This is an optimization exercise on Yosys and OpenROAD, whose aim is small area, not a production implementation. In this exercise RTL edits were held to simulation tests only and were not proved equivalent to the original. Power is estimated from default activity; no workload was simulated. No driver is modelled on the clock port, so clocking that relies on it looks cheaper here than on a real chip.

Design regfile_scoreboard, start of the top module:
module regfile_scoreboard #(
  parameter int REG_LEN      = 32,
  parameter int REG_ADDR_LEN = 5,
  parameter int CNT_W        = 2
) (
  input  logic                    clk,
  input  logic                    rst,
  input  logic [REG_LEN-1:0]      wb_rd_data,
  input  logic [REG_ADDR_LEN-1:0] wb_rd_addr,
  input  logic                    wb_rd_enable,
  input  logic                    id_rs1_read,
  input  logic [REG_ADDR_LEN-1:0] id_rs1_addr,
  input  logic                    id_rs2_read,
  input  logic [REG_ADDR_LEN-1:0] id_rs2_addr,
  input  logic                    issue_valid,
  input  logic [REG_ADDR_LEN-1:0] issue_rd_addr,
  output logic [REG_LEN-1:0]      rs1_data,
  output logic [REG_LEN-1:0]      rs2_data,
  output logic                    stall_req
);
Size: roughly 3,900 cells after synthesis, ~120 I/O pins.
Settings: LEC_CHECK=0, CAP_MARGIN=20, CORE_MARGIN=2, CORE_UTILIZATION=55, SLEW_MARGIN=20, SYNTH_HIERARCHICAL=1, SYNTH_MINIMUM_KEEP_SIZE=0; clock period 8.0 ns.
standard.sh (not shown) runs the stock make flow with config.mk's settings and CLKGATE_MAP_FILE= SYNTH_SCRIPT=/design/flow/synth_recipe.tcl, a recipe that flattens the netlist after the stock synthesis.
==> flow/flow/run.sh <==
#!/bin/bash
# The standard ORFS layout (the standard.sh, unchanged synthesis), with three changes:
# - port buffers: the smallest buffer, sky130_fd_sc_hd__buf_1, on every input and output;
# - resize step: internal placer buffers removed and high-fanout drivers upsized one step
#   before repair_design (flow/resize_pre.tcl);
# - clock tree: larger sink clusters and no dummy loads, so fewer clock buffers.
# make's output goes to standard.log; ORFS keeps each step's log under orfs/logs/.
set -euo pipefail
here=$(pwd)
export BUFFER_PORTS_ARGS="-buffer_cell sky130_fd_sc_hd__buf_1"
export PRE_RESIZE_TCL="$here/flow/resize_pre.tcl"
export CTS_ARGS="-sink_clustering_enable -repair_clock_nets -dont_use_dummy_load -sink_clustering_size 25 -sink_clustering_max_diameter 100"
bash standard.sh finish > standard.log 2>&1
Other scripts of this flow, unchanged in this note and not shown: flow/flow/resize_pre.tcl
Rerun with:
- CORE_UTILIZATION: 55 -> 65
Effect: The changed run finished with timing, DRC and antenna clean; utilization goes up by 11 points; clock skew goes up by 0.017 ns; via count goes up slightly.
Rerun with:
--- a/flow/flow/run.sh
+++ b/flow/flow/run.sh
@@ -12 +12 @@
-export CTS_ARGS="-sink_clustering_enable -repair_clock_nets -dont_use_dummy_load -sink_clustering_size 25 -sink_clustering_max_diameter 100"
+export CTS_ARGS="-sink_clustering_enable -repair_clock_nets -dont_use_dummy_load -sink_clustering_size 30 -sink_clustering_max_diameter 100"
- CORE_UTILIZATION: 65 -> 55
After rerunning: The new run finished clean; synthesized cell count does not change; global-route usage shrinks by 5.7 points; clock skew barely changes; final area is about the same; sequential power barely changes.

* * *

The RTL this note starts from:
==> flow/design.v <==
module rf_word #(
  parameter int W = 32
) (
  input  logic         clk,
  input  logic         we,
  input  logic         wen,
  input  logic [W-1:0] wd,
  output logic [W-1:0] d
);
  logic [W-1:0] q;
  genvar k;
  generate
    for (k = 0; k < W; k++) begin : g_bit
      rf_ao22 u_mux (.a({we, wen}), .b({wd[k], q[k]}), .y(d[k]));
    end
  endgenerate
  always_ff @(posedge clk)
    q <= d;
endmodule
module rf_ao22 (
  input  logic [1:0] a,
  input  logic [1:0] b,
  output logic       y
);
  assign y = |(a & b);
endmodule
module rf_aoi222 (
  input  logic [2:0] a,
  input  logic [2:0] b,
  output logic       y
);
  assign y = ~|(a & b);
endmodule
module rf_and2 (
  input  logic [1:0] a,
  output logic       y
);
  assign y = &a;
endmodule
module rf_and3 (
  input  logic [2:0] a,
  output logic       y
);
  assign y = &a;
endmodule
module rf_ao21 (
  input  logic [1:0] a,
  input  logic       b,
  output logic       y
);
  assign y = (&a) | b;
endmodule
module rf_nand2 (
  input  logic [1:0] a,
  output logic       y
);
  assign y = ~&a;
endmodule
module rf_nand3 (
  input  logic [2:0] a,
  output logic       y
);
  assign y = ~&a;
endmodule
module rf_nand4 (
  input  logic [3:0] a,
  output logic       y
);
  assign y = ~&a;
endmodule
module rf_or3 (
  input  logic [2:0] a,
  output logic       y
);
  assign y = |a;
endmodule
module rf_ao31 (
  input  logic [30:0] s,
  input  logic [30:0] d,
  output logic        y
);
  logic [10:0] n;
  logic [2:0]  g;
  genvar k;
  generate
    for (k = 0; k < 10; k++) begin : g_aoi
      rf_aoi222 u_aoi (.a(s[3*k+2:3*k]), .b(d[3*k+2:3*k]), .y(n[k]));
    end
  endgenerate
  rf_nand2 u_t30 (.a({s[30], d[30]}), .y(n[10]));
  rf_nand4 u_n0 (.a(n[3:0]),  .y(g[0]));
  rf_nand4 u_n1 (.a(n[7:4]),  .y(g[1]));
  rf_nand3 u_n2 (.a(n[10:8]), .y(g[2]));
  rf_or3   u_o  (.a(g), .y(y));
endmodule
module rf_cnt (
  input  logic clk,
  input  logic rst,
  input  logic [1:0] wsel,   
  input  logic       inc,
  output logic       busy,   
  output logic       full    
);
  logic [1:0] r_cnt;
  logic [1:0] w_nxt;
  rf_cnt_busy u_busy (.c(r_cnt), .wsel(wsel), .y(busy));
  rf_cnt_full u_full (.c(r_cnt), .wsel(wsel), .y(full));
  rf_cnt_next u_next (.c(r_cnt), .wsel(wsel), .inc(inc), .n(w_nxt));
  always_ff @(posedge clk or negedge rst) begin
    if (!rst)
      r_cnt <= 2'b00;
    else
      r_cnt <= w_nxt;
  end
endmodule
module rf_cnt_busy (
  input  logic [1:0] c,
  input  logic [1:0] wsel,
  output logic       y
);
  assign y = c[1] | (c[0] & ~&wsel);
endmodule
module rf_cnt_full (
  input  logic [1:0] c,
  input  logic [1:0] wsel,
  output logic       y
);
  assign y = c[1] & c[0] & ~&wsel;
endmodule
module rf_cnt_next (
  input  logic [1:0] c,
  input  logic [1:0] wsel,
  input  logic       inc,
  output logic [1:0] n
);
  logic we, wen, x;
  assign we  = &wsel;
  assign wen = ~we;
  assign x   = we ? (c[1] & ~c[0]) : c[0];
  assign n = {(c[1] & (wen | inc | c[0])) | (wen & inc & c[0]), inc ^ x};
endmodule
module regfile_scoreboard #(
  parameter int REG_LEN      = 32,
  parameter int REG_ADDR_LEN = 5,
  parameter int CNT_W        = 2
) (
  input  logic                    clk,
  input  logic                    rst,
  input  logic [REG_LEN-1:0]      wb_rd_data,
  input  logic [REG_ADDR_LEN-1:0] wb_rd_addr,
  input  logic                    wb_rd_enable,
  input  logic                    id_rs1_read,
  input  logic [REG_ADDR_LEN-1:0] id_rs1_addr,
  input  logic                    id_rs2_read,
  input  logic [REG_ADDR_LEN-1:0] id_rs2_addr,
  input  logic                    issue_valid,
  input  logic [REG_ADDR_LEN-1:0] issue_rd_addr,
  output logic [REG_LEN-1:0]      rs1_data,
  output logic [REG_LEN-1:0]      rs2_data,
  output logic                    stall_req
);
  localparam int NREG = (1 << REG_ADDR_LEN) - 1;    
  logic [NREG-1:0][REG_LEN-1:0] w_next;    
  logic [NREG-1:0]              w_vnext;   
  logic [NREG-1:0]              w_we;      
  logic [NREG-1:0]              w_sel1;    
  logic [NREG-1:0]              w_sel2;
  logic [NREG-1:0]              w_busy;    
  logic [NREG-1:0]              w_full;    
  logic [NREG-1:0]              w_hit1, w_hit2, w_hiti;
  logic [NREG-1:0]              w_inc;
  logic                         w_haz1, w_haz2, w_hazi;
  logic                         w_stall;
  logic [7:0] w_r1_hi, w_r2_hi, w_wb_hi;
  logic [3:0] w_r1_lo, w_r2_lo, w_wb_lo;
  always_comb begin
    for (int j = 0; j < 8; j++) begin
      w_r1_hi[j] = (id_rs1_addr[4:2] == 3'(j));
      w_r2_hi[j] = (id_rs2_addr[4:2] == 3'(j));
      w_wb_hi[j] = wb_rd_enable && (wb_rd_addr[4:2] == 3'(j));
    end
    for (int k = 0; k < 4; k++) begin
      w_r1_lo[k] = (id_rs1_addr[1:0] == 2'(k));
      w_r2_lo[k] = (id_rs2_addr[1:0] == 2'(k));
      w_wb_lo[k] = (wb_rd_addr[1:0] == 2'(k));
    end
  end
  genvar gi;
  generate
    for (gi = 0; gi < NREG; gi++) begin : g_reg
      localparam int A  = gi + 1;    
      localparam int HI = A / 4;
      localparam int LO = A % 4;
      logic r_valid;
      logic w_wen;
      rf_and2  u_we   (.a({w_wb_hi[HI], w_wb_lo[LO]}), .y(w_we[gi]));
      rf_nand2 u_wen  (.a({w_wb_hi[HI], w_wb_lo[LO]}), .y(w_wen));
      rf_and3  u_sel1 (.a({w_r1_hi[HI], w_r1_lo[LO], w_vnext[gi]}), .y(w_sel1[gi]));
      rf_and3  u_sel2 (.a({w_r2_hi[HI], w_r2_lo[LO], w_vnext[gi]}), .y(w_sel2[gi]));
      assign w_hit1[gi]  = w_r1_hi[HI] && w_r1_lo[LO];
      assign w_hit2[gi]  = w_r2_hi[HI] && w_r2_lo[LO];
      assign w_hiti[gi]  = (issue_rd_addr == REG_ADDR_LEN'(A));
      assign w_inc[gi]   = issue_valid && !w_stall && w_hiti[gi];
      rf_ao21 u_vnext (.a({w_wb_hi[HI], w_wb_lo[LO]}), .b(r_valid), .y(w_vnext[gi]));
      rf_cnt u_cnt (
        .clk(clk), .rst(rst), .wsel({w_wb_hi[HI], w_wb_lo[LO]}), .inc(w_inc[gi]),
        .busy(w_busy[gi]), .full(w_full[gi])
      );
      rf_word #(.W(REG_LEN)) u_word (
        .clk(clk), .we(w_we[gi]), .wen(w_wen), .wd(wb_rd_data), .d(w_next[gi])
      );
      always_ff @(posedge clk or negedge rst) begin
        if (!rst)
          r_valid <= 1'b0;
        else
          r_valid <= w_vnext[gi];
      end
    end
    for (gi = 0; gi < REG_LEN; gi++) begin : g_bit
      logic [NREG-1:0] col;
      for (genvar r = 0; r < NREG; r++) begin : g_col
        assign col[r] = w_next[r][gi];
      end
      rf_ao31 u_rd1 (.s(w_sel1), .d(col), .y(rs1_data[gi]));
      rf_ao31 u_rd2 (.s(w_sel2), .d(col), .y(rs2_data[gi]));
    end
  endgenerate
  rf_ao31 u_haz1 (.s(w_hit1), .d(w_busy), .y(w_haz1));
  rf_ao31 u_haz2 (.s(w_hit2), .d(w_busy), .y(w_haz2));
  rf_ao31 u_hazi (.s(w_hiti), .d(w_full), .y(w_hazi));
  assign w_stall   = (id_rs1_read && w_haz1) || (id_rs2_read && w_haz2) ||
                     (issue_valid && w_hazi);
  assign stall_req = w_stall;
endmodule
clock: 8.0 ns
lec_check: 0
cap_margin: 20
core_margin: 2
core_utilization: 55
setup_slack_margin: 0.2
slew_margin: 20
synth_hierarchical: 1
synth_minimum_keep_size: 0
==> flow/flow/run.sh <==
#!/bin/bash
# The standard ORFS layout (the standard.sh, unchanged synthesis), with three changes:
# - port buffers: the smallest buffer, sky130_fd_sc_hd__buf_1, on every input and output;
# - resize step: internal placer buffers removed and high-fanout drivers upsized one step
#   before repair_design (flow/resize_pre.tcl);
# - clock tree: larger sink clusters and no dummy loads, so fewer clock buffers.
# make's output goes to standard.log; ORFS keeps each step's log under orfs/logs/.
set -euo pipefail
here=$(pwd)
export BUFFER_PORTS_ARGS="-buffer_cell sky130_fd_sc_hd__buf_1"
export PRE_RESIZE_TCL="$here/flow/resize_pre.tcl"
export CTS_ARGS="-sink_clustering_enable -repair_clock_nets -dont_use_dummy_load -sink_clustering_size 25 -sink_clustering_max_diameter 100"
bash standard.sh finish > standard.log 2>&1
Other scripts of this flow, unchanged in this note and not shown: flow/flow/resize_pre.tcl
Change:
- SETUP_SLACK_MARGIN: 0.2 -> 0.5
The changed run went through all stages and came out clean.
Setup slack gets better by 0.20 ns.
Sequential share of layout area hardly moves.
First-iteration DRC count drops by 1.4%.
Total power barely changes.
Final area stays flat.
Clock-buffer cell count stays the same.

## afterwards: timing with drivers on the ports
The results above use ideal ports. As a check the final layouts listed here were re-extracted and re-timed, cells and wires unchanged.
Step 1: set_driving_cell puts a clkbuf_16 on clk and a buf_2 on each other input, an assumption about the parent block.
Step 2 also shifts input and output timing later by t, the mid clock arrival at the registers, as if the neighbouring blocks saw the same clock.
a / b / c = no drivers / after step 1 / after step 2; a / b = the first two.
| run | shift t [ns] | setup WS [ns] | hold slack, ns | clock arrival spread, ns |
|---|---|---|---|---|
| the first run of note 1 | 0.713 | 0.314 / 0.286 / 0.286 | 0.483 / 0.483 / 0.483 | 0.052 / 0.052 |
| the second run of note 1 | 0.719 | 0.428 / 0.398 / 0.398 | 0.492 / 0.492 / 0.492 | 0.100 / 0.100 |
| the third run of note 1 | 0.701 | 0.270 / 0.242 / 0.242 | 0.487 / 0.487 / 0.487 | 0.097 / 0.097 |
| the first run of note 2 | 0.706 | 0.225 / 0.190 / 0.190 | 0.470 / 0.470 / 0.470 | 0.075 / 0.075 |
| the second run of note 2 | 0.702 | 0.426 / 0.392 / 0.392 | 0.467 / 0.467 / 0.467 | 0.073 / 0.072 |
After both steps setup and hold are still met in every run listed. For the first run of note 2, which loses most, drivers alone change the setup slack by -0.035 ns; drivers and shift together by -0.035 ns.
